What follows belongs to an exercise in optimizing a design on an open flow for small area; a production flow would make more cautious choices.
Function was checked by simulation only, so behaviour that the tests miss may differ from the original.
No activity file was given, so power comes from the tool's default toggle rates.

**design.v**
```verilog
module wb_regfile #(
    parameter int unsigned DATA_W = 32,
    parameter int unsigned ADDR_W = 5,
    parameter int unsigned CNT_W  = 32
) (
    input  logic              clk,
    input  logic              rst,
    input  logic              WB_MemtoReg,
    input  logic              WB_RegWrite,
    input  logic [ADDR_W-1:0] WB_write_reg,
    input  logic [DATA_W-1:0] WB_read_data_mem,
    input  logic [DATA_W-1:0] WB_alu_result,
    input  logic [ADDR_W-1:0] read_reg1,
    input  logic [ADDR_W-1:0] read_reg2,
    output logic [DATA_W-1:0] read_data1,
    output logic [DATA_W-1:0] read_data2,
    output logic [DATA_W-1:0] WB_write_data,
    output logic [CNT_W-1:0]  commit_count
);
    localparam int unsigned DEPTH = 2 ** ADDR_W;
    logic [DATA_W-1:0] regs [DEPTH];
    logic              commit;
    assign WB_write_data = WB_MemtoReg ? WB_read_data_mem : WB_alu_result;
    assign commit        = WB_RegWrite && (WB_write_reg != '0);
    always_ff @(posedge clk or posedge rst) begin
        if (rst) begin
            for (int unsigned i = 0; i < DEPTH; i++) begin
                regs[i] <= '0;
            end
        end else if (commit) begin
            regs[WB_write_reg] <= WB_write_data;
        end
    end
    always_ff @(posedge clk or posedge rst) begin
        if (rst) begin
            commit_count <= '0;
        end else if (commit && (commit_count != '1)) begin
            commit_count <= commit_count + CNT_W'(1);
        end
    end
    always_comb begin
        read_data1 = regs[read_reg1];
        read_data2 = regs[read_reg2];
        if (rst || (read_reg1 == '0)) read_data1 = '0;
        if (rst || (read_reg2 == '0)) read_data2 = '0;
    end
endmodule
```
**run.sh**
```bash
#!/bin/bash
# synth_recipe.tcl (not shown) runs the flow's synth.tcl, then flattens the netlist and writes it again
# the make line also repeats each setting of config.mk as NAME=value (left out here)
make -C /OpenROAD-flow-scripts/flow DESIGN_CONFIG=/design/flow/config.mk WORK_HOME=/design/flow/orfs CLKGATE_MAP_FILE= SYNTH_SCRIPT=/design/flow/synth_recipe.tcl finish
```
**config.mk**
```make
export PLATFORM = sky130hd
export DESIGN_NAME = wb_regfile
export DESIGN_NICKNAME = wb_regfile
export VERILOG_FILES = /design/flow/design.v
export SDC_FILE = /design/flow/constraint.sdc
export NUM_CORES = 4
export LEC_CHECK = 0
export CAP_MARGIN = 20
export CORE_MARGIN = 2
export CORE_UTILIZATION = 40
export SLEW_MARGIN = 20
```
**constraint.sdc**
```tcl
create_clock -name core_clock -period 8.0 [get_ports {clk}]
set_input_delay 1.6000 -clock core_clock [delete_from_list [all_inputs] [get_ports {clk}]]
set_output_delay 1.6000 -clock core_clock [all_outputs]
set_load 0.01 [all_outputs]
```
==> qor.yml, run 1 <==
ys_seq_area_share_pct: 51.46
fin_cells: 7307
cp_max_fo: 11
critical_path_class: "in -> out"
hp-class: "reg -> reg"
grtUsageMet3_pct: 18.34
dp_hpwl_mm: 161.7
p_leak_uw: 0.02465
grt_usage_pct: 40.97
ys_types: 76
async_reset_ff_share_pct: 100.0
end_kind: "primary output"
antenna_found_initial: 18
drt_iter0_markers: 11030
grt_max_degree: 180
post_cts_buffers: 0
syn_nets: 5598
drive_gt1_share_pct: 10.64
grt_pass1_wl_mm: 369.2
clkLatencyLatePin_ns: 0.73
synth_edf_count: 0
yosysMostFrequentCell: "dfrtp_1"
io_pins: 211
antenna_left: 0
relSlewSlack_pct: 16.78
critPathTopFamily: "simple AND/OR/NAND/NOR gates"
hold_ws_ns: 0.4985
vias_per_cell: 7.044
holdBufCountCts: 0
tightest_slew_ns: 1.248
cp_slowest_cell: "nor2_4"
finish.utilization_pct: 47.48
rsz0062_at_grt: "no"
fin_nets: 5649
syn_avg_cell_area_sq_um: 9.030
wire_per_inst_um: 36.57
worstSetupStartpointType: "input port"
cts_htree_levels: 3
cp.depth: 9
clk_path_buf_depth: 3
grt_pass1_vias: 47400
status: "timing/DRC/antenna clean"
synth_ff_type: "dfrtp_1"
die_height_um: 356.8
ctsResizeCount: 0
core_area_sq_um: 123600
busiest_layer: "met2"
drt_wl_total_mm: 267.2
path_common_cell: "clkdlybuf4s50_1"
areaGrowthSynthToFinish_pct: 17.90
dp.cells: 7081
drv_slew: 0
fill_cells: 11730
cts_buffers: 113
synth-seq-cells: 1024
period_share_pct: 92.46
required_ns: 6.40
root_buffer: "clkbuf_16"
grt_overflow: 0
rows: 129
path_cells: "clkdlybuf4s50_1 > nand2b_1 > nor2_4 > buf_4 > a22oi_1 > nand3_1 > nor2_1 > a31oi_1 > clkdlybuf4s50_1"
io_buffer_count: 210
global_route.usage.met1_pct: 51.96
min_period_ns: 7.396
ys_top_cells_by_area: "dfrtp_1 (51%), a22oi_1 (12%), a21oi_1 (6.8%), nor2_1 (5.4%), nand2_1 (4.8%)"
max_freq_mhz: 135.2
yosysWarnings: 2
dieArea_sq_um: 127300
cp.arrival_ns: 5.80
clkSinkCount: 1024
syn_area_sq_um: 49790
holdPathStages: 1
drcViolationCount: 0
p_per_area_nw_per_um2: 267.2
hold_violations: 0
slowest_delay_ns: 0.98
synth_common_cells: "dfrtp_1 (1024), a22oi_1 (779), nor2_1 (714)"
cts_tree: "done"
clock-skew-final_ns: 0.005939
path_buf_inv: 3
maxCapViolCount: 0
yosysTopAreaCell: "dfrtp_1"
dr_total_vias: 51470
netlist.area_leader.share_pct: 51.46
clkTransAtPathRegs_ns: 0.06
first_pass_iters: 13
syn_inst: 5514
globalplace.congestion: 1.061
ff2ff_path_depth: 6
setup_viol: 0
initial_utilization_pct: 40.27
max-vdd-ir-drop_v: 0.0001712
grt.met2_usage_pct: 55.21
die_w_um: 356.8
metrics by stage:
stage          total power, uW  cell area [sq um]  setup slack, ns  setup TNS [ns]
2_1_floorplan             8651              49800           -12.27        -8601.53
3_3_place_gp              9810              54510           0.9501               0
3_5_place_dp              9887              54560           0.9312               0
4_1_cts                  15480              58510           0.9240               0
5_1_grt                  16180              58680           0.7177               0
6_report                 15690              58710           0.6036               0
worst reg2reg max path, cell delays in order, from the launching register on:
cell	delay (ns)
dfrtp_1	0.41
and4_1	0.30
and4_1	0.26
a31oi_2	0.38
and3_1	0.28
nand4_1	0.13
xnor2_1	0.14
registers in the layout, indices dropped and copies added (netlist names):
name / flops
commit_count: 32
regs: 992
cells in the final DEF, fill, tap and decap left out, types with 11 or more instances in the layout:
| master | synthesis | layout |
|---|---|---|
| a2111oi_0 | 12 | 12 |
| a21oi_1 | 680 | 680 |
| a221oi_1 | 46 | 46 |
| a222oi_1 | 18 | 18 |
| a22o_1 | 48 | 48 |
| a22oi_1 | 779 | 779 |
| a31oi_1 | 34 | 34 |
| a32oi_1 | 11 | 11 |
| and3_1 | 25 | 24 |
| and4_1 | 20 | 20 |
| buf_12 | 0 | 32 |
| buf_4 | 48 | 214 |
| bufinv_16 | 0 | 18 |
| clkbuf_1 | 320 | 27 |
| clkbuf_16 | 0 | 116 |
| clkbuf_8 | 0 | 14 |
| clkdlybuf4s50_1 | 0 | 204 |
| clkinv_2 | 0 | 22 |
| dfrtp_1 | 1024 | 1024 |
| diode_2 | 0 | 11 |
| inv_1 | 38 | 37 |
| mux2i_1 | 46 | 14 |
| mux2i_2 | 0 | 26 |
| nand2_1 | 636 | 623 |
| nand2b_1 | 18 | 18 |
| nand3_1 | 51 | 50 |
| nand4_1 | 98 | 98 |
| nor2_1 | 714 | 670 |
| nor2_4 | 11 | 77 |
| nor2b_1 | 14 | 13 |
| nor3_1 | 66 | 65 |
| nor4_1 | 32 | 31 |
| o21ai_0 | 398 | 398 |
| xnor2_1 | 24 | 24 |
path summary, 6_finish.rpt:
check | startpoint | to | slack [ns]
worst max-delay path | read_reg1[4] | read_data1[27] | 0.60
worst min-delay path | commit_count[11] | commit_count[11] | 0.50
worst max register to register | commit_count[27] | commit_count[6] | 5.99
worst min register to register | commit_count[11] | commit_count[11] | 0.50
max in group asynchronous | rst | regs[20][3] | 2.90
min in group asynchronous | rst | regs[13][11] | 1.53
metal layers:
metal	vias to the layer above	share of wire, %
li1	20100	-
met1	24330	35
met2	5283	39
met3	1718	16
met4	33	9.3
met5	-	0.10
cell type report:
class	instances	area [sq um]	share of cell area [%]
well taps	1637	2048	3.489
inverters	39	150.1	0.2558
clock buffers	157	3197	5.445
clock inverters	52	755.7	1.287
repair buffers	464	4491	7.649
flip-flops and latches	1024	25620	43.65
multi-input cells	3923	22410	38.18
diodes	11	27.53	0.04689
where the power goes:
group          switching [uW]  internal, uW
clock network            2310          3360
registers                1320          6330
logic                    1410           954
total                    5040         10600
logic make-up (layout without fill, tap and decap cells):
| group | Yosys count | after routing | share of synthesized area (%) |
|---|---|---|---|
| adder cells (fa/ha/maj) | 1 | 1 | 0.02512 |
| flip-flops | 1024 | 1024 | 51.46 |
| XOR/XNOR | 30 | 30 | 0.5277 |
| other | 0 | 11 | 0 |
| AO/OA/AOI/OAI | 2075 | 2075 | 26.27 |
| multiplexers | 56 | 56 | 1.173 |
| AND/OR/NAND/NOR | 1761 | 1761 | 15.49 |
| buffers and inverters | 567 | 712 | 5.053 |
==> inputs of run 2 (changes only) <==
==> design.v (replaced) <==
module wb_rf_hold (
    input  logic ld,
    input  logic hold,
    input  logic wd,
    input  logic q,
    output logic d
);
    assign d = (ld & wd) | (hold & q);
endmodule
module wb_rf_rd3 (
    input  logic s0, s1, s2,
    input  logic d0, d1, d2,
    output logic y_n
);
    assign y_n = ~((s0 & d0) | (s1 & d1) | (s2 & d2));
endmodule
module wb_regfile #(
    parameter int unsigned DATA_W = 32,
    parameter int unsigned ADDR_W = 5,
    parameter int unsigned CNT_W  = 32
) (
    input  logic              clk,
    input  logic              rst,
    input  logic              WB_MemtoReg,
    input  logic              WB_RegWrite,
    input  logic [ADDR_W-1:0] WB_write_reg,
    input  logic [DATA_W-1:0] WB_read_data_mem,
    input  logic [DATA_W-1:0] WB_alu_result,
    input  logic [ADDR_W-1:0] read_reg1,
    input  logic [ADDR_W-1:0] read_reg2,
    output logic [DATA_W-1:0] read_data1,
    output logic [DATA_W-1:0] read_data2,
    output logic [DATA_W-1:0] WB_write_data,
    output logic [CNT_W-1:0]  commit_count
);
    localparam int unsigned DEPTH  = 2 ** ADDR_W;
    localparam int unsigned NGRP   = (DEPTH - 1) / 3;    
    logic [DEPTH-1:1][DATA_W-1:0] regs;
    logic [DEPTH-1:1][DATA_W-1:0] regs_d;
    logic [DEPTH-1:1]             valid;
    logic                         commit;
    logic [DEPTH-1:1]             we, we_n;
    logic [DEPTH-1:1]             sel1, sel2;
    logic [NGRP-1:0][DATA_W-1:0]  part1_n, part2_n;
    assign WB_write_data = WB_MemtoReg ? WB_read_data_mem : WB_alu_result;
    assign commit        = WB_RegWrite && (WB_write_reg != '0);
    always_comb begin
        for (int unsigned i = 1; i < DEPTH; i++) begin
            we[i]   = WB_RegWrite && (WB_write_reg == ADDR_W'(i));
            we_n[i] = !we[i];
            sel1[i] = valid[i] && (read_reg1 == ADDR_W'(i));
            sel2[i] = valid[i] && (read_reg2 == ADDR_W'(i));
        end
    end
    for (genvar i = 1; i < DEPTH; i++) begin : g_row
        for (genvar b = 0; b < DATA_W; b++) begin : g_bit
            wb_rf_hold u_hold (
                .ld(we[i]), .hold(we_n[i]), .wd(WB_write_data[b]), .q(regs[i][b]), .d(regs_d[i][b])
            );
        end
    end
    always_ff @(posedge clk) begin
        regs <= regs_d;
    end
    always_ff @(posedge clk or posedge rst) begin
        if (rst) valid <= '0;
        else     valid <= valid | we;
    end
    always_ff @(posedge clk or posedge rst) begin
        if (rst) begin
            commit_count <= '0;
        end else if (commit && (commit_count != '1)) begin
            commit_count <= commit_count + CNT_W'(1);
        end
    end
    for (genvar g = 0; g < NGRP; g++) begin : g_grp
        for (genvar b = 0; b < DATA_W; b++) begin : g_bit
            wb_rf_rd3 u_rd1 (
                .s0(sel1[3*g+1]), .s1(sel1[3*g+2]), .s2(sel1[3*g+3]),
                .d0(regs[3*g+1][b]), .d1(regs[3*g+2][b]), .d2(regs[3*g+3][b]),
                .y_n(part1_n[g][b])
            );
            wb_rf_rd3 u_rd2 (
                .s0(sel2[3*g+1]), .s1(sel2[3*g+2]), .s2(sel2[3*g+3]),
                .d0(regs[3*g+1][b]), .d1(regs[3*g+2][b]), .d2(regs[3*g+3][b]),
                .y_n(part2_n[g][b])
            );
        end
    end
    always_comb begin
        for (int unsigned b = 0; b < DATA_W; b++) begin
            read_data1[b] = (sel1[DEPTH-1] & regs[DEPTH-1][b]);
            read_data2[b] = (sel2[DEPTH-1] & regs[DEPTH-1][b]);
            for (int unsigned g = 0; g < NGRP; g++) begin
                read_data1[b] = read_data1[b] | !part1_n[g][b];
                read_data2[b] = read_data2[b] | !part2_n[g][b];
            end
        end
    end
endmodule
--- a/config.mk
+++ b/config.mk
@@ -7,5 +7,6 @@
 export LEC_CHECK = 0
 export CAP_MARGIN = 20
 export CORE_MARGIN = 2
-export CORE_UTILIZATION = 40
+export CORE_UTILIZATION = 60
 export SLEW_MARGIN = 20
+export SYNTH_HIERARCHICAL = 1
==> qor.yml, run 2 <==
holdBufCountCts: 0
ff_latch_area_sq_um: 21440
fin_nets: 3837
cts_htree_levels: 3
first_pass_iters: 17
fill_cells: 4755
power.clock.fraction_pct: 34.7
tightest_slew_ns: 1.295
syn_area_sq_um: 40700
multiInputGateArea_sq_um: 19120
async_reset_ff_share_pct: 5.972
critical_path_class: "in -> out"
reg.largest.list: "regs: 992 flops, commit_count: 32 flops, valid: 31 flops"
p_leak_uw: 0.02018
areaGrowthSynthToFinish_pct: 18.75
worstSetupStartpointType: "input port"
synth-seq-cells: 1055
syn_nets: 3404
drt_iter0_markers: 10530
ctsResizeCount: 0
min_period_ns: 7.339
drt_wl_total_mm: 188.6
rsz0062_at_grt: "no"
initial_utilization_pct: 60.60
swShare_pct: 28.07
ys_seq_area_share_pct: 52.67
synth_common_cells: "a22o_1 (992), dfxtp_1 (992), a222oi_1 (640)"
grt_pass1_vias: 40740
root_buffer: "clkbuf_16"
clkLatencyLatePin_ns: 0.68
drv_slew: 0
drive_gt1_share_pct: 9.470
period_share_pct: 91.74
yosysWarnings: 7
drcViolationCount: 0
clkTransAtPathRegs_ns: 0.07
path_common_cell: "clkdlybuf4s50_1"
path_buf_inv: 3
globalplace.congestion: 1.017
core_area_sq_um: 67160
largest_register_ffs: 992
die_height_um: 264.4
setup_viol: 0
cp_slowest_cell: "nand4_1"
clock-skew-final_ns: 0.01756
max_freq_mhz: 136.3
synth_edf_count: 0
clkSinkCount: 1055
syn_avg_cell_area_sq_um: 12.26
max-vdd-ir-drop_v: 0.0002786
antenna_found_initial: 14
p_per_area_nw_per_um2: 291.6
yosysTopAreaCell: "dfxtp_1"
end_kind: "primary output"
relSlewSlack_pct: 13.70
netlist.area_leader.share_pct: 48.80
hold_violations: 0
syn_inst: 3320
cp.arrival_ns: 5.74
status: "timing/DRC/antenna clean"
dp_hpwl_mm: 111.0
hp-class: "reg -> reg"
clk_path_buf_depth: 3
critPathTopFamily: "simple AND/OR/NAND/NOR gates"
post_cts_buffers: 0
p_int_uw: 10140
maxCapViolCount: 0
p_comb_share_pct: 13.6
vias_per_cell: 8.845
dr_total_vias: 41660
cp_max_fo: 20
wire_per_inst_um: 40.04
required_ns: 6.40
antenna_left: 0
finalPower_uw: 14090
grt_overflow: 0
layout_common_cells: "a22o_1 (992), dfxtp_1 (992), a222oi_1 (640), clkdlybuf4s50_1 (209), nand4_1 (140)"
slowest_delay_ns: 0.63
path_cells: "clkdlybuf4s50_1 > and2_1 > nor2b_1 > and3_1 > buf_4 > a222oi_1 > nand4_1 > a2111o_1 > clkdlybuf4s50_1"
fin_setup_tns_ns: 0
die_w_um: 264.4
dieArea_sq_um: 69930
grt_max_degree: 64
grt_usage_pct: 51.27
ys_types: 42
io_buffer_count: 210
p_seq_share_pct: 51.6
synth_ff_type: "dfxtp_1"
regMostFlops: "regs"
io_pins: 211
grt_pass1_wl_mm: 268.4
cts_buffers: 104
switchingPower_uw: 3955
ys_top_cells_by_area: "dfxtp_1 (49%), a22o_1 (21%), a222oi_1 (16%), dfrtp_1 (3.9%), nand4_1 (2.2%)"
cts_tree: "done"
rows: 95
[run 2: cell types whose count changed in the layout (fill, tap and decap cells not counted), sizes merged, moves of 530 or more]
cell / previous run / this run
nor2: 749 / 18
nand2: 637 / 107
a22o: 48 / 992
a22oi: 779 / 0
dfxtp: 0 / 992
a222oi: 18 / 640
dfrtp: 1024 / 63
a21oi: 681 / 0
[run 2: cell families (layout without fill, tap and decap cells)]
| logic type | Yosys count | in the layout | synth area share (%) |
|---|---|---|---|
| DFF | 1055 | 1055 | 52.67 |
| muxes | 35 | 35 | 0.9623 |
| buffers and inverters | 56 | 569 | 0.5350 |
| adders and majority gates | 1 | 1 | 0.03074 |
| and+or+nand+nor | 441 | 441 | 6.054 |
| other | 0 | 4 | 0 |
| xor gates and xnor gates | 29 | 29 | 0.6241 |
| AOI/OAI and AO/OA | 1703 | 1703 | 39.12 |
[run 2: final cells by class]
cell class,instances,share of cell area [%]
Antenna cell,4,0.02071
Inverter,33,0.2563
Tap cell,873,2.260
Clock inverter,29,0.6861
Multi-Input combinational cell,2209,39.57
Clock buffer,157,6.234
Timing Repair Buffer,350,6.618
Sequential cell,1055,44.36
[run 2: stage by stage]
stage	setup slack (ns)	std cells	util [%]	cell area [sq um]	hold WS (ns)
finish	0.6610	4710	71.96	48330	0.4909
detailed placement	1.146	4520	66.95	44970	0.4709
CTS	1.147	4706	71.93	48310	0.4878
global placement	1.181	4520	66.95	44960	0.4725
floorplan	1.672	3320	-	40700	0.4403
global route	0.7432	4706	71.94	48320	0.5102
[run 2: path summary, 6_finish.rpt]
path,startpoint,to,slack [ns],cells after the start
max,read_reg2[2],read_data2[2],0.66,9
min,valid[11],valid[11],0.49,1
max reg2reg,commit_count[0],commit_count[29],5.74,6
min reg2reg,valid[11],valid[11],0.49,1
max in group asynchronous,rst,valid[2],5.92,3
min in group asynchronous,rst,commit_count[23],1.50,3
[run 2: Yosys stat by module, one instance, submodules excluded]
module / times used / area, sq um / flops+latches / cells inside
wb_regfile: 1 / 25600 / 1055 / 1688
wb_rf_rd3: 640 / 10.01 / 0 / 1
wb_rf_hold: 992 / 8.758 / 0 / 1
[run 2: power groups by stage]
| stage | Clock (uW) | Sequential, uW | Combinational [uW] |
|---|---|---|---|
| 6_report | 4900 | 7280 | 1920 |
| 5_1_grt | 5080 | 7370 | 2000 |
| 3_3_place_gp | 0 | 7220 | 1750 |
| 2_1_floorplan | 0 | 7060 | 1180 |
| 3_5_place_dp | 0 | 7300 | 1830 |
| 4_1_cts | 4860 | 7220 | 1840 |
[run 2: metal layers]
layer,track usage [%],vias to the layer above,wire length [um]
li1,-,16180,-
met1,60.32,19860,61090
met2,71.91,4358,75510
met3,24.40,1242,34010
met4,39.33,20,17840
met5,0.4158,-,126
==> inputs of run 3 (changes only) <==
==> flow/run.sh (new file) <==
#!/bin/bash
set -euo pipefail
C=sky130_fd_sc_hd__clkbuf
export BUFFER_PORTS_ARGS="-buffer_cell sky130_fd_sc_hd__buf_1"
export CTS_ARGS="-sink_clustering_enable -repair_clock_nets -dont_use_dummy_load -buf_list {${C}_16} -sink_clustering_size 25 -sink_clustering_max_diameter 80"
bash standard.sh finish > flow_make.log 2>&1
==> standard.sh (new file) <==
#!/bin/bash
# synth_recipe.tcl (not shown) runs the flow's synth.tcl, then flattens the netlist and writes it again
# the make line also repeats each setting of config.mk as NAME=value (left out here)
make -C /OpenROAD-flow-scripts/flow DESIGN_CONFIG=/design/flow/config.mk WORK_HOME=/design/flow/orfs CLKGATE_MAP_FILE= SYNTH_SCRIPT=/design/flow/synth_recipe.tcl "${@:-finish}"
removed: run.sh
==> qor.yml, run 3 <==
status: "timing/DRC/antenna clean"
p_per_area_nw_per_um2: 263.7
io_buffer_count: 210
switchingPower_uw: 3490
hold_end: "valid[7]"
first_pass_iters: 15
ys_types: 42
required_ns: 6.40
ff2ff_path_depth: 6
clkTransAtPathRegs_ns: 0.10
fin_nets: 3771
end_kind: "primary output"
min_period_ns: 6.510
async_reset_ff_share_pct: 5.972
clkSinkCount: 1055
synth_ff_type: "dfxtp_1"
netlist.area_leader.share_pct: 48.80
worstSetupStartpointType: "input port"
rsz0062_at_grt: "no"
dr_total_vias: 41870
global_route.usage.met1_pct: 62.63
grt_pass1_wl_mm: 272.4
cts_htree_levels: 2
p_leak_uw: 0.01860
io_pins: 211
swShare_pct: 29.53
r2r_end: "commit_count[24]"
grt.met2_usage_pct: 73.49
antenna_found_initial: 13
busiest_layer: "met2"
period_share_pct: 81.37
layout_common_cells: "a22o_1 (992), dfxtp_1 (992), a222oi_1 (640), buf_1 (209), nand4_1 (140)"
holdBufCountCts: 0
dp_hpwl_mm: 107.4
drt_wl_total_mm: 191.3
dp.cells: 4508
syn_area_sq_um: 40700
syn_avg_cell_area_sq_um: 12.26
drive_gt1_share_pct: 6.811
max_freq_mhz: 153.6
syn_inst: 3320
finish.utilization_pct: 66.71
fin_cells: 4565
power.clock.fraction_pct: 23.7
p_seq_share_pct: 61.4
crit_start: "read_reg1[4]"
setup_viol: 0
die_w_um: 264.4
cts_tree: "done"
p_comb_share_pct: 14.9
rows: 95
root_buffer: "clkbuf_16"
hold_violations: 0
regMostFlops: "regs"
clkLatencyLatePin_ns: 0.63
grt_pass1_vias: 41070
cp.arrival_ns: 4.91
holdPathStages: 1
vias_per_cell: 9.171
antenna_left: 0
initial_utilization_pct: 60.60
grt_overflow: 0
grt_usage_pct: 52.12
grtUsageMet3_pct: 25.20
cp_max_fo: 17
tightest_slew_ns: 1.288
die_height_um: 264.4
synth-seq-cells: 1055
relSlewSlack_pct: 14.02
synth_edf_count: 0
maxCapViolCount: 0
globalplace.congestion: 0.9469
grt_max_degree: 64
core_area_sq_um: 67160
hold_path_startpoint: "valid[7]"
areaGrowthSynthToFinish_pct: 10.09
post_cts_buffers: 0
yosysWarnings: 7
synth_common_cells: "a22o_1 (992), dfxtp_1 (992), a222oi_1 (640)"
p_int_uw: 8326
largest_register_ffs: 992
ys_top_cells_by_area: "dfxtp_1 (49%), a22o_1 (21%), a222oi_1 (16%), dfrtp_1 (3.9%), nand4_1 (2.2%)"
fill_cells: 5146
ff2ff_setup_slack_ns: 5.75
fin_setup_tns_ns: 0
reg.largest.list: "regs: 992 flops, commit_count: 32 flops, valid: 31 flops"
max-vdd-ir-drop_v: 0.0002231
worstReg2RegStart: "commit_count[0]"
cts_buffers: 49
drcViolationCount: 0
hp-class: "reg -> reg"
ys_seq_area_share_pct: 52.67
clock-skew-final_ns: 0.01431
clk_path_buf_depth: 3
syn_nets: 3404
dieArea_sq_um: 69930
critical_path_class: "in -> out"
drt_iter0_markers: 11650
wire_per_inst_um: 41.90
drv_slew: 0
ctsResizeCount: 0
yosysTopAreaCell: "dfxtp_1"
[run 3: stage by stage]
step	power [uW]	area, sq um	setup WS, ns	hold WS, ns
4_1_cts	11630	44760	1.940	0.4872
6_report	11820	44800	1.490	0.4907
3_3_place_gp	8813	43530	1.968	0.4607
5_1_grt	12130	44780	1.499	0.5021
2_1_floorplan	8243	40700	1.672	0.4403
3_5_place_dp	8968	43530	1.938	0.4653
[run 3: how the worst max path moves through the flow]
stage | depth (start not counted) | end
5_1_grt | 8 | read_data1[16]
3_5_place_dp | 8 | read_data2[2]
3_3_place_gp | 8 | read_data2[2]
6_report | 8 | read_data1[16]
2_1_floorplan | 6 | read_data1[10]
4_1_cts | 8 | read_data2[2]
[run 3: critical path, stage by stage]
cell      delay, ns
buf_1          0.44
nor3b_1        0.44
and3_1         0.89
buf_4          0.50
a222oi_1       0.19
nand2_1        0.41
a2111o_1       0.24
buf_1          0.18
[run 3: area by class of cell]
| cell class | instances | area, sq um | area share, % |
|---|---|---|---|
| Inverter | 33 | 123.9 | 0.2765 |
| Clock buffer | 49 | 1226 | 2.737 |
| Multi-Input combinational cell | 2209 | 19130 | 42.71 |
| Tap cell | 873 | 1092 | 2.438 |
| Timing Repair Buffer | 339 | 1770 | 3.952 |
| Antenna cell | 7 | 17.52 | 0.03910 |
| Sequential cell | 1055 | 21440 | 47.85 |
[run 3: cells by family (layout without fill, tap and decap cells)]
group           count (synthesis)  after routing  synth area share, %
mux                            35             35               0.9623
compound gates               1703           1703                39.12
xor+xnor                       29             29               0.6241
flops                        1055           1055                52.67
fa+ha+maj                       1              1              0.03074
other cells                     0              7                    0
simple gates                  441            441                6.054
buf+inv                        56            421               0.5350
[run 3: power by group through the flow]
stage	Combinational (uW)	Sequential, uW	Clock [uW]
floorplan	1180	7060	0
global placement	1600	7220	0
detailed placement	1670	7290	0
CTS	1680	7190	2750
global route	1840	7360	2940
finish	1760	7260	2800
[run 3: modules after synthesis, one instance, submodules excluded]
module      times used  cells inside
wb_regfile           1          1688
wb_rf_rd3          640             1
wb_rf_hold         992             1
[run 3: routing by layer]
layer / wire length, um / share of wire (%) / vias to the layer above
li1: - / - / 15930
met1: 61930 / 32 / 20030
met2: 76230 / 40 / 4578
met3: 36550 / 19 / 1325
met4: 16360 / 8.6 / 12
met5: 185 / 0.097 / -
==> inputs of run 4 (changes only) <==
--- a/config.mk
+++ b/config.mk
@@ -5,8 +5,8 @@
 export SDC_FILE = /design/flow/constraint.sdc
 export NUM_CORES = 4
 export LEC_CHECK = 0
-export CAP_MARGIN = 20
+export CAP_MARGIN = 5
 export CORE_MARGIN = 2
 export CORE_UTILIZATION = 60
-export SLEW_MARGIN = 20
+export SLEW_MARGIN = 5
 export SYNTH_HIERARCHICAL = 1
==> qor.yml, run 4 <==
cts_buffers: 49
critical_path_class: "in -> out"
ff2ff_setup_slack_ns: 5.74
io_pins: 211
r2r_end: "commit_count[24]"
fin_nets: 3770
core_area_sq_um: 67160
cts_tree: "done"
drv_slew: 0
grt_pass1_wl_mm: 272.4
clk_path_buf_depth: 3
relSlewSlack_pct: 12.40
die_w_um: 264.4
max-vdd-ir-drop_v: 0.0002249
ys_top_cells_by_area: "dfxtp_1 (49%), a22o_1 (21%), a222oi_1 (16%), dfrtp_1 (3.9%), nand4_1 (2.2%)"
syn_area_sq_um: 40700
worstSetupStartpointType: "input port"
synth_ff_type: "dfxtp_1"
first_pass_iters: 22
drive_gt1_share_pct: 6.786
largest_register_ffs: 992
synth_top_family_by_area: "compound AO/OA/AOI/OAI gates"
hp-class: "reg -> reg"
fin_setup_tns_ns: 0
hold_violations: 0
clkLatencyLatePin_ns: 0.63
initial_utilization_pct: 60.60
dr_total_vias: 42020
async_reset_ff_share_pct: 5.972
globalplace.congestion: 0.9469
rsz0062_at_grt: "no"
grt_overflow: 0
yosysWarnings: 7
wire_per_inst_um: 41.89
ys_types: 42
ff2ff_path_depth: 6
die_height_um: 264.4
syn_avg_cell_area_sq_um: 12.26
max_freq_mhz: 153.6
worstReg2RegStart: "commit_count[0]"
drt_iter0_markers: 11570
post_cts_buffers: 0
clkSinkCount: 1055
status: "timing/DRC/antenna clean"
dp_hpwl_mm: 107.4
ctsResizeCount: 0
cp.arrival_ns: 4.91
vias_per_cell: 9.195
drcViolationCount: 0
min_period_ns: 6.509
areaGrowthSynthToFinish_pct: 10.07
grt_pass1_vias: 41070
cp_max_fo: 17
finalPower_uw: 11820
end_kind: "primary output"
p_leak_uw: 0.01859
ys_seq_area_share_pct: 52.67
reg.largest.list: "regs: 992 flops, commit_count: 32 flops, valid: 31 flops"
clock-skew-final_ns: 0.01358
synth_common_cells: "a22o_1 (992), dfxtp_1 (992), a222oi_1 (640)"
grt_max_degree: 64
root_buffer: "clkbuf_16"
regMostFlops: "regs"
dieArea_sq_um: 69930
synth-xor-area-share_pct: 0.6241
rows: 95
period_share_pct: 81.36
hold_path_startpoint: "valid[7]"
yosysTopAreaCell: "dfxtp_1"
layout_common_cells: "a22o_1 (992), dfxtp_1 (992), a222oi_1 (640), buf_1 (209), nand4_1 (140)"
antenna_found_initial: 13
holdBufCountCts: 0
grt_usage_pct: 52.12
required_ns: 6.40
hold_ws_ns: 0.4886
antenna_left: 0
setup_viol: 0
syn_nets: 3404
crit_start: "read_reg1[4]"
cts_htree_levels: 2
synth-seq-cells: 1055
synth-simple-area-share_pct: 6.054
synthMuxAreaShare_pct: 0.9623
syn_inst: 3320
synth_fa_ha_area_share_pct: 0.03075
p_per_area_nw_per_um2: 263.8
io_buffer_count: 210
clkTransAtPathRegs_ns: 0.10
maxCapViolCount: 0
drt_wl_total_mm: 191.4
netlist.area_leader.share_pct: 48.80
endpoint: "read_data1[16]"
synth_edf_count: 0
tightest_slew_ns: 1.314
synth_compound_area_share_pct: 39.12
## run 4: cell counts after synthesis
Identical to the previous run, type by type.
## run 4: how the worst min path moves through the flow
stage | end | slack, ns | cells after the start
2_1_floorplan | valid[10] | 0.44 | 1
3_3_place_gp | valid[15] | 0.46 | 1
3_5_place_dp | valid[14] | 0.47 | 1
4_1_cts | valid[7] | 0.49 | 1
5_1_grt | valid[1] | 0.50 | 1
6_report | valid[7] | 0.49 | 1
## run 4: Yosys stat by module (local to each module, per instance)
module / flops+latches / times used
wb_rf_rd3: 0 / 640
wb_rf_hold: 0 / 992
wb_regfile: 1055 / 1
## run 4: critical path: stages
cell	delay, ns
buf_1	0.44
nor3b_1	0.44
and3_1	0.91
buf_4	0.49
a222oi_1	0.18
nand2_1	0.40
a2111o_1	0.23
buf_1	0.18
## run 4: stage by stage
step	setup WS (ns)	util, %	area [sq um]	instances
CTS	1.940	66.65	44760	4557
detailed placement	1.938	64.82	43530	4508
global route	1.498	66.65	44760	4557
finish	1.491	66.70	44790	4570
global placement	1.968	64.82	43530	4508
floorplan	1.672	-	40700	3320
## run 4: cell families after synthesis
logic type,after synthesis
AO/OA/AOI/OAI,1703
adder cells (fa/ha/maj),1
XOR/XNOR,29
multiplexers,35
AND/OR/NAND/NOR,441
buffers and inverters,56
flip-flops,1055
## run 4: cell type report
cell class,count,area (sq um)
Antenna cell,13,32.53
Clock buffer,49,1226
Fill cell,5148,22370
Inverter,33,123.9
Multi-Input combinational cell,2209,19130
Sequential cell,1055,21440
Tap cell,873,1092
Timing Repair Buffer,338,1750
## run 4: metal layers
metal  GRT usage, %  up-vias  part of all wire (%)
met4          35.14        6                   8.5
met5         0.5544        -                 0.024
met1          62.63    20080                    33
li1               -    15940                     -
met3          25.20     1394                    19
met2          73.49     4605                    40
## run 4: report_power, final
part	switching, uW	total [uW]	leakage [uW]	internal [uW]
Combinational	876	1760	0.00895	883
Clock	1700	2800	0.000604	1100
Sequential	912	7260	0.00904	6350
==> inputs of run 5 (changes only) <==
==> flow/run.sh (replaced) <==
#!/bin/bash
set -euo pipefail
C=sky130_fd_sc_hd__clkbuf
export BUFFER_PORTS_ARGS="-buffer_cell sky130_fd_sc_hd__buf_1"
export CTS_ARGS="-sink_clustering_enable -repair_clock_nets -dont_use_dummy_load -buf_list {${C}_8} -sink_clustering_size 16 -sink_clustering_max_diameter 80"
bash standard.sh finish > flow_make.log 2>&1
--- a/config.mk
+++ b/config.mk
@@ -5,8 +5,8 @@
 export SDC_FILE = /design/flow/constraint.sdc
 export NUM_CORES = 4
 export LEC_CHECK = 0
-export CAP_MARGIN = 5
+export CAP_MARGIN = 20
 export CORE_MARGIN = 2
 export CORE_UTILIZATION = 60
-export SLEW_MARGIN = 5
+export SLEW_MARGIN = 20
 export SYNTH_HIERARCHICAL = 1
==> qor.yml, run 5 <==
status: "timing/DRC/antenna clean"
core_area_sq_um: 67160
synth-xor-area-share_pct: 0.6241
placed_area_sq_um: 43530
grt_overflow: 0
setup_viol: 0
dieArea_sq_um: 69930
syn_avg_cell_area_sq_um: 12.26
critical_path_class: "in -> out"
fin_setup_tns_ns: 0
layout_common_cells: "a22o_1 (992), dfxtp_1 (992), a222oi_1 (640), buf_1 (209), nand4_1 (140)"
yosysWarnings: 7
initial_utilization_pct: 60.60
hold_ws_ns: 0.4914
ys_types: 42
p_leak_uw: 0.01853
cts_buffers: 75
period_share_pct: 81.43
required_ns: 6.40
syn_area_sq_um: 40700
wire_per_inst_um: 41.64
clkTransAtPathRegs_ns: 0.09
fin_cells: 4597
drt_iter0_markers: 11360
grt_pass1_wl_mm: 272.9
max-vdd-ir-drop_v: 0.0001873
syn_nets: 3404
rsz0062_at_grt: "no"
cts_htree_levels: 3
min_period_ns: 6.515
cp_max_fo: 21
synth_common_cells: "a22o_1 (992), dfxtp_1 (992), a222oi_1 (640)"
hold_violations: 0
async_reset_ff_share_pct: 5.972
netlist.area_leader.share_pct: 48.80
end_kind: "primary output"
fin_area_sq_um: 44610
globalplace.congestion: 0.9469
synth_ff_type: "dfxtp_1"
drv_slew: 0
die_w_um: 264.4
antenna_found_initial: 15
synth_fa_ha_area_share_pct: 0.03075
grt_usage_pct: 52.29
io_buffer_count: 210
syn_inst: 3320
worstSetupStartpointType: "input port"
finalPower_uw: 11580
root_buffer: "clkbuf_8"
dp_hpwl_mm: 107.4
antenna_left: 0
fin_nets: 3796
dr_total_vias: 42320
grt_pass1_vias: 41290
tightest_slew_ns: 1.216
die_height_um: 264.4
fill_cells: 5200
ys_seq_area_share_pct: 52.67
synth_top_family_by_area: "compound AO/OA/AOI/OAI gates"
rows: 95
hp-class: "reg -> reg"
areaGrowthSynthToFinish_pct: 9.608
clkSinkCount: 1055
yosysTopAreaCell: "dfxtp_1"
cts_tree: "done"
synth-seq-cells: 1055
clkLatencyLatePin_ns: 0.74
holdBufCountCts: 0
drcViolationCount: 0
drive_gt1_share_pct: 7.439
grt_max_degree: 64
post_cts_buffers: 0
reg.largest.list: "regs: 992 flops, commit_count: 32 flops, valid: 31 flops"
ys_top_cells_by_area: "dfxtp_1 (49%), a22o_1 (21%), a222oi_1 (16%), dfrtp_1 (3.9%), nand4_1 (2.2%)"
ctsResizeCount: 0
synth_edf_count: 0
dp.cells: 4508
synthMuxAreaShare_pct: 0.9623
maxCapViolCount: 0
synth-simple-area-share_pct: 6.054
largest_register_ffs: 992
regMostFlops: "regs"
vias_per_cell: 9.206
drt_wl_total_mm: 191.4
first_pass_iters: 13
clk_path_buf_depth: 3
clock-skew-final_ns: 0.03238
synth_compound_area_share_pct: 39.12
p_per_area_nw_per_um2: 259.5
relSlewSlack_pct: 18.91
max_freq_mhz: 153.5
io_pins: 211
cp.arrival_ns: 4.91
run 5: cell counts after synthesis:
No cell type changed its count.
run 5: critical path: stages:
cell and delay, ns:
buf_1 0.17, nor2b_1 0.52, nor2b_1 0.24, and3_1 0.82, buf_4 0.50, a222oi_1 0.18, nand4_1 0.51, a2111o_1 0.19
buf_1 0.16
run 5: path summary, 6_finish.rpt:
kind,endpoint,depth (start not counted),startpoint,slack (ns)
min in group asynchronous,commit_count[22],3,rst,1.07
max reg2reg,commit_count[24],6,commit_count[0],5.73
min reg2reg,commit_count[8],1,commit_count[8],0.49
max in group asynchronous,valid[16],3,rst,6.30
min,commit_count[8],1,commit_count[8],0.49
max,read_data2[4],9,read_reg2[3],1.49
run 5: per-module statistics from Yosys, one instance, submodules excluded:
module	copies in the design	flip-flops and latches	cells inside	cell area (sq um)
wb_regfile	1	1055	1688	25600
wb_rf_hold	992	0	1	8.758
wb_rf_rd3	640	0	1	10.01
run 5: cells by family after synthesis:
group	count (synthesis)
buf+inv	56
compound gates	1703
simple gates	441
flops	1055
fa+ha+maj	1
mux	35
xor+xnor	29
run 5: final cells by class:
| type | count | area (sq um) | area share, % |
|---|---|---|---|
| antenna | 14 | 35.03 | 0.07854 |
| tap | 873 | 1092 | 2.449 |
| timing repair buffer | 338 | 1750 | 3.924 |
| inverter | 33 | 125.1 | 0.2805 |
| sequential | 1055 | 21440 | 48.06 |
| multi-input combinational | 2209 | 19130 | 42.90 |
| clock buffer | 75 | 1032 | 2.314 |
run 5: where the power goes:
| part | switching (uW) | total [uW] | internal (uW) |
|---|---|---|---|
| clock | 1720 | 2570 | 846 |
| combinational | 870 | 1750 | 882 |
| sequential | 912 | 7260 | 6350 |
| total | 3500 | 11600 | 8070 |
run 5: stage by stage:
step / util, % / setup WS (ns)
2_1_floorplan: - / 1.672
3_3_place_gp: 64.82 / 1.968
3_5_place_dp: 64.82 / 1.938
4_1_cts: 66.36 / 1.938
5_1_grt: 66.37 / 1.526
6_report: 66.42 / 1.485
run 5: routing by layer:
metal | up-vias | track usage, % | part of all wire (%)
met5 | - | 0.7623 | 0.037
li1 | 15990 | - | -
met3 | 1394 | 25.87 | 19
met1 | 20310 | 62.34 | 33
met4 | 12 | 36.32 | 8.8
met2 | 4611 | 73.36 | 40

port drivers added, routing unchanged:
The results above use ideal ports. As a check the final layouts listed here were re-extracted and re-timed, cells and wires unchanged. Step 1 (the two cells are an assumption about what drives the block):
set clk [get_ports {clk}]
set_driving_cell -lib_cell sky130_fd_sc_hd__clkbuf_16 $clk
set_driving_cell -lib_cell sky130_fd_sc_hd__buf_2 [delete_from_list [all_inputs] $clk]
Step 2 adds t to the input delays and takes it off the output delays; t is the mean of the earliest and latest rising clock arrival at the registers after step 1. Input paths then give back, and output paths get back, about the clock's delay inside the block. a / b / c = ideal ports / drivers / drivers and shift; a / b = the first two.
| run | t (ns) | setup WS [ns] | worst setup path after step 2 | latest minus earliest clock arrival (ns) | worst data-port slew with drivers (ns) |
|---|---|---|---|---|---|
| run 1 | 0.802 | 0.604 / 0.545 / 0.545 | input to output | 0.058 / 0.058 | 0.17 |
| run 2 | 0.751 | 0.661 / 0.604 / 0.604 | input to output | 0.036 / 0.036 | 0.19 |
| run 3 | 0.729 | 1.490 / 1.434 / 1.434 | input to output | 0.084 / 0.084 | 0.18 |
| run 4 | 0.730 | 1.491 / 1.435 / 1.435 | input to output | 0.082 / 0.083 | 0.19 |
| run 5 | 0.804 | 1.485 / 1.380 / 1.380 | input to output | 0.058 / 0.057 | 0.17 |
After both steps every run listed still meets setup and hold. The setup slack of run 5, which loses most, moves by -0.105 ns with the drivers and by -0.105 ns with both steps.
